Background: an optimization exercise with open tools, aiming at small area. Do not read the settings as production practice. Function was checked by simulation only, so behaviour that the tests miss may differ from the original. Power and IR drop assume default switching activity.

==> flow/design.v (excerpt) <==
module window_sender_with_retx_timer_core #(
  parameter int MAX_WINDOW = wsrt_pkg::MAX_WINDOW_DEF
) (
  input  logic        clk,
  input  logic        rst_n,
  input  logic        in_tvalid,
  output logic        in_tready,
  input  logic [39:0] in_tdata,    
  input  logic [1:0]  in_tuser,    
  output logic        out_tvalid,
  input  logic        out_tready,
  output logic [79:0] out_tdata,   
  output logic [0:0]  out_tuser,   
  output logic        out_tlast,
  input  logic                              cfg_valid,
  output logic                              cfg_ready,
  input  logic [wsrt_pkg::CFG_IDX_W-1:0]    cfg_index,
  input  logic [wsrt_pkg::CFG_DATA_W-1:0]   cfg_data
);
  localparam logic [5:0] MAXW = 6'(MAX_WINDOW);
  localparam logic [3:0] S_INIT  = 4'd0;    
  localparam logic [3:0] S_IDLE  = 4'd1;
  localparam logic [3:0] S_CLR   = 4'd2;    
  localparam logic [3:0] S_ACMP  = 4'd3;    
  localparam logic [3:0] S_AHORN = 4'd4;    
  localparam logic [3:0] S_DEC   = 4'd5;    
  localparam logic [3:0] S_LH    = 4'd6;    
  localparam logic [3:0] S_LHL   = 4'd7;    
  localparam logic [3:0] S_PRIO  = 4'd8;    
  localparam logic [3:0] S_SEG   = 4'd9;    
  localparam logic [3:0] S_PRES  = 4'd10;   
  localparam logic [3:0] S_POST  = 4'd11;   
  localparam logic [3:0] S_ZERO  = 4'd12;   
  localparam logic [3:0] S_PDONE = 4'd13;   
  logic [13:0] seg_r;
  logic [7:0]  hdr_r;
  logic [31:0] flow_r;
  logic [5:0]  sw_r;
  ...
Settings: LEC_CHECK=0, CAP_MARGIN=20, CORE_MARGIN=2, CORE_UTILIZATION=55, SLEW_MARGIN=20; clock period 9.0 ns.
standard.sh (not shown) runs the stock make flow with config.mk's settings and CLKGATE_MAP_FILE= SYNTH_SCRIPT=/design/flow/synth_recipe.tcl, a recipe that flattens the netlist after the stock synthesis.
==> flow/flow/run.sh <==
#!/bin/bash
# The standard layout (standard.sh: the ORFS flow with its synthesis script), with
# three changes of how the layout is made:
#  - synthesis maps the logic with the area-oriented ABC script flow/abc.script in place
#    of ORFS's delay-oriented abc_speed.script (a copy of ORFS's scripts folder with that
#    one file replaced; flip-flop mapping and everything else unchanged);
#  - every port still gets a buffer, but the smallest one (buf_1) instead of the
#    delay buffer buffer_ports picks by default;
#  - clock tree synthesis uses clkbuf_8 clusters of at most 16 sinks and no dummy loads.
# make's output goes to flow_make.log here; ORFS keeps each step's log under orfs/logs.
set -euo pipefail
W=$(pwd)
rm -rf "$W/scripts_mod"
cp -r "$FLOW_HOME/scripts" "$W/scripts_mod"
cp "$W/flow/abc.script" "$W/scripts_mod/abc_speed.script"
export SCRIPTS_DIR="$W/scripts_mod"
export BUFFER_PORTS_ARGS="-buffer_cell sky130_fd_sc_hd__buf_1"
export CTS_ARGS="-sink_clustering_enable -repair_clock_nets -dont_use_dummy_load -buf_list sky130_fd_sc_hd__clkbuf_8 -sink_clustering_size 16 -sink_clustering_max_diameter 80"
bash standard.sh > flow_make.log 2>&1
==> flow/flow/abc.script <==
strash
ifraig
scorr
dc2
strash
dch -f
amap
The first run completed without violations.
Change:
==> flow/run.sh (new file) <==
#!/bin/bash
# synth_recipe.tcl (not shown) runs the flow's synth.tcl, then flattens the netlist and writes it again
# the make line also repeats each setting of config.mk as NAME=value (left out here)
make -C /OpenROAD-flow-scripts/flow DESIGN_CONFIG=/design/flow/config.mk WORK_HOME=/design/flow/orfs CLKGATE_MAP_FILE= SYNTH_SCRIPT=/design/flow/synth_recipe.tcl finish
CORE_UTILIZATION = 40   (was 55)
removed: flow/flow/run.sh
removed: flow/flow/abc.script
removed: flow/standard.sh
Sequential power falls by about a fifth. Total power is lower by a little under a tenth. Cell count rises by about a fifth. Flip-flop and latch count does not change. Register-to-register slack improved by 0.40 ns.

---

## build 56
Starting RTL as in the previous note.
Settings: LEC_CHECK=0, CAP_MARGIN=20, CORE_MARGIN=2, CORE_UTILIZATION=55, SLEW_MARGIN=20; clock period 9.0 ns.
==> flow/flow/run.sh <==
#!/bin/bash
# The standard layout (standard.sh: the ORFS flow with its synthesis), with
# two changes of how the layout is made:
#  - every port still gets a buffer, but the smallest one (buf_1) instead of the
#    delay buffer buffer_ports picks by default;
#  - clock tree synthesis clusters more sinks per buffer and adds no dummy loads.
# make's output goes to flow_make.log here; ORFS keeps each step's log under orfs/logs.
set -euo pipefail
export BUFFER_PORTS_ARGS="-buffer_cell sky130_fd_sc_hd__buf_1"
export CTS_ARGS="-sink_clustering_enable -repair_clock_nets -dont_use_dummy_load -buf_list sky130_fd_sc_hd__clkbuf_8 -sink_clustering_size 16 -sink_clustering_max_diameter 80"
bash standard.sh > flow_make.log 2>&1
Input changes introduced in build 29 (baseline for comparison: build 56):
diff --git a/flow/flow/run.sh b/flow/flow/run.sh
--- a/flow/flow/run.sh
+++ b/flow/flow/run.sh
@@ -10 +10 @@
-export CTS_ARGS="-sink_clustering_enable -repair_clock_nets -dont_use_dummy_load -buf_list sky130_fd_sc_hd__clkbuf_8 -sink_clustering_size 16 -sink_clustering_max_diameter 80"
+export CTS_ARGS="-sink_clustering_enable -repair_clock_nets -dont_use_dummy_load -buf_list sky130_fd_sc_hd__clkbuf_16 -sink_clustering_size 30 -sink_clustering_max_diameter 100"
## What came out
- Going from build 56 to build 29, met2 usage moved down, total chip power rose by 1.5%, slack of the critical path grew by 0.054 ns, count of placed standard cells in the final layout, fillers left out moved down, number of clock buffers in the layout shows a reduction of 9.
- Re length of routed wiring on met1: build 56 was higher than build 29.
For build 82, these inputs were changed with respect to build 29:
==> flow/flow/run.sh <==
#!/bin/bash
# The standard layout (standard.sh: the ORFS flow with its synthesis script), with
# three changes of how the layout is made:
#  - synthesis maps the logic with the area-oriented ABC script flow/abc.script in place
#    of ORFS's delay-oriented abc_speed.script (a copy of ORFS's scripts folder with that
#    one file replaced; flip-flop mapping and everything else unchanged);
#  - every port still gets a buffer, but the smallest one (buf_1) instead of the
#    delay buffer buffer_ports picks by default;
#  - clock tree synthesis uses clkbuf_8 clusters of at most 16 sinks and no dummy loads.
# make's output goes to flow_make.log here; ORFS keeps each step's log under orfs/logs.
set -euo pipefail
W=$(pwd)
rm -rf "$W/scripts_mod"
cp -r "$FLOW_HOME/scripts" "$W/scripts_mod"
cp "$W/flow/abc.script" "$W/scripts_mod/abc_speed.script"
export SCRIPTS_DIR="$W/scripts_mod"
export BUFFER_PORTS_ARGS="-buffer_cell sky130_fd_sc_hd__buf_1"
export CTS_ARGS="-sink_clustering_enable -repair_clock_nets -dont_use_dummy_load -buf_list sky130_fd_sc_hd__clkbuf_8 -sink_clustering_size 16 -sink_clustering_max_diameter 80"
bash standard.sh > flow_make.log 2>&1
==> flow/flow/abc.script (new file) <==
strash
ifraig
scorr
dc2
&get -n
&deepsyn -T 60
&put
strash
dch -f
amap -F 20 -A 40
Notes after the runs:
- Placed standard-cell area of build 82 falls short of that of build 29 by a few percent.
- Diff build 82 and build 29: wire length of the first global-routing pass higher in build 29
- Build 82 ends up with a multi-input gate area in the final layout that is 28% lower than in build 29.
- Build 29 → build 82: worst hold slack moved down; met2 wire length fell about 4%; mux share of post-synthesis cell area shrank by 7.0 points; synthesized-area fraction occupied by adder cells increased by 0.38 points relative to the old numbers.

static timing again, ports no longer ideal:
No port has a modelled driver above. Below, the same layouts with a new extraction and two added sets of constraints.
Step 1, drivers: a clkbuf_16 drives clk and a buf_2 each remaining input, both assumed.
Step 2 times the ports against the registers' clock, not the clock port: input delays grow and output delays shrink by t, the midpoint of the rising clock arrivals with the driver on.
a / b / c = no drivers / after step 1 / after step 2; a / b = the first two.
run | shift t [ns] | setup slack, ns | worst data-port slew with drivers (ns)
the first run of note 1 | 0.601 | 0.718 / 0.671 / 1.272 | 0.04
the second run of note 1 | 0.567 | 0.782 / 0.733 / 1.299 | 0.06
build 56 | 0.599 | 1.195 / 1.153 / 1.752 | 0.05
build 29 | 0.538 | 1.249 / 1.203 / 1.741 | 0.05
build 82 | 0.598 | 0.571 / 0.530 / 1.128 | 0.04
After both steps setup and hold are still met in every run listed.
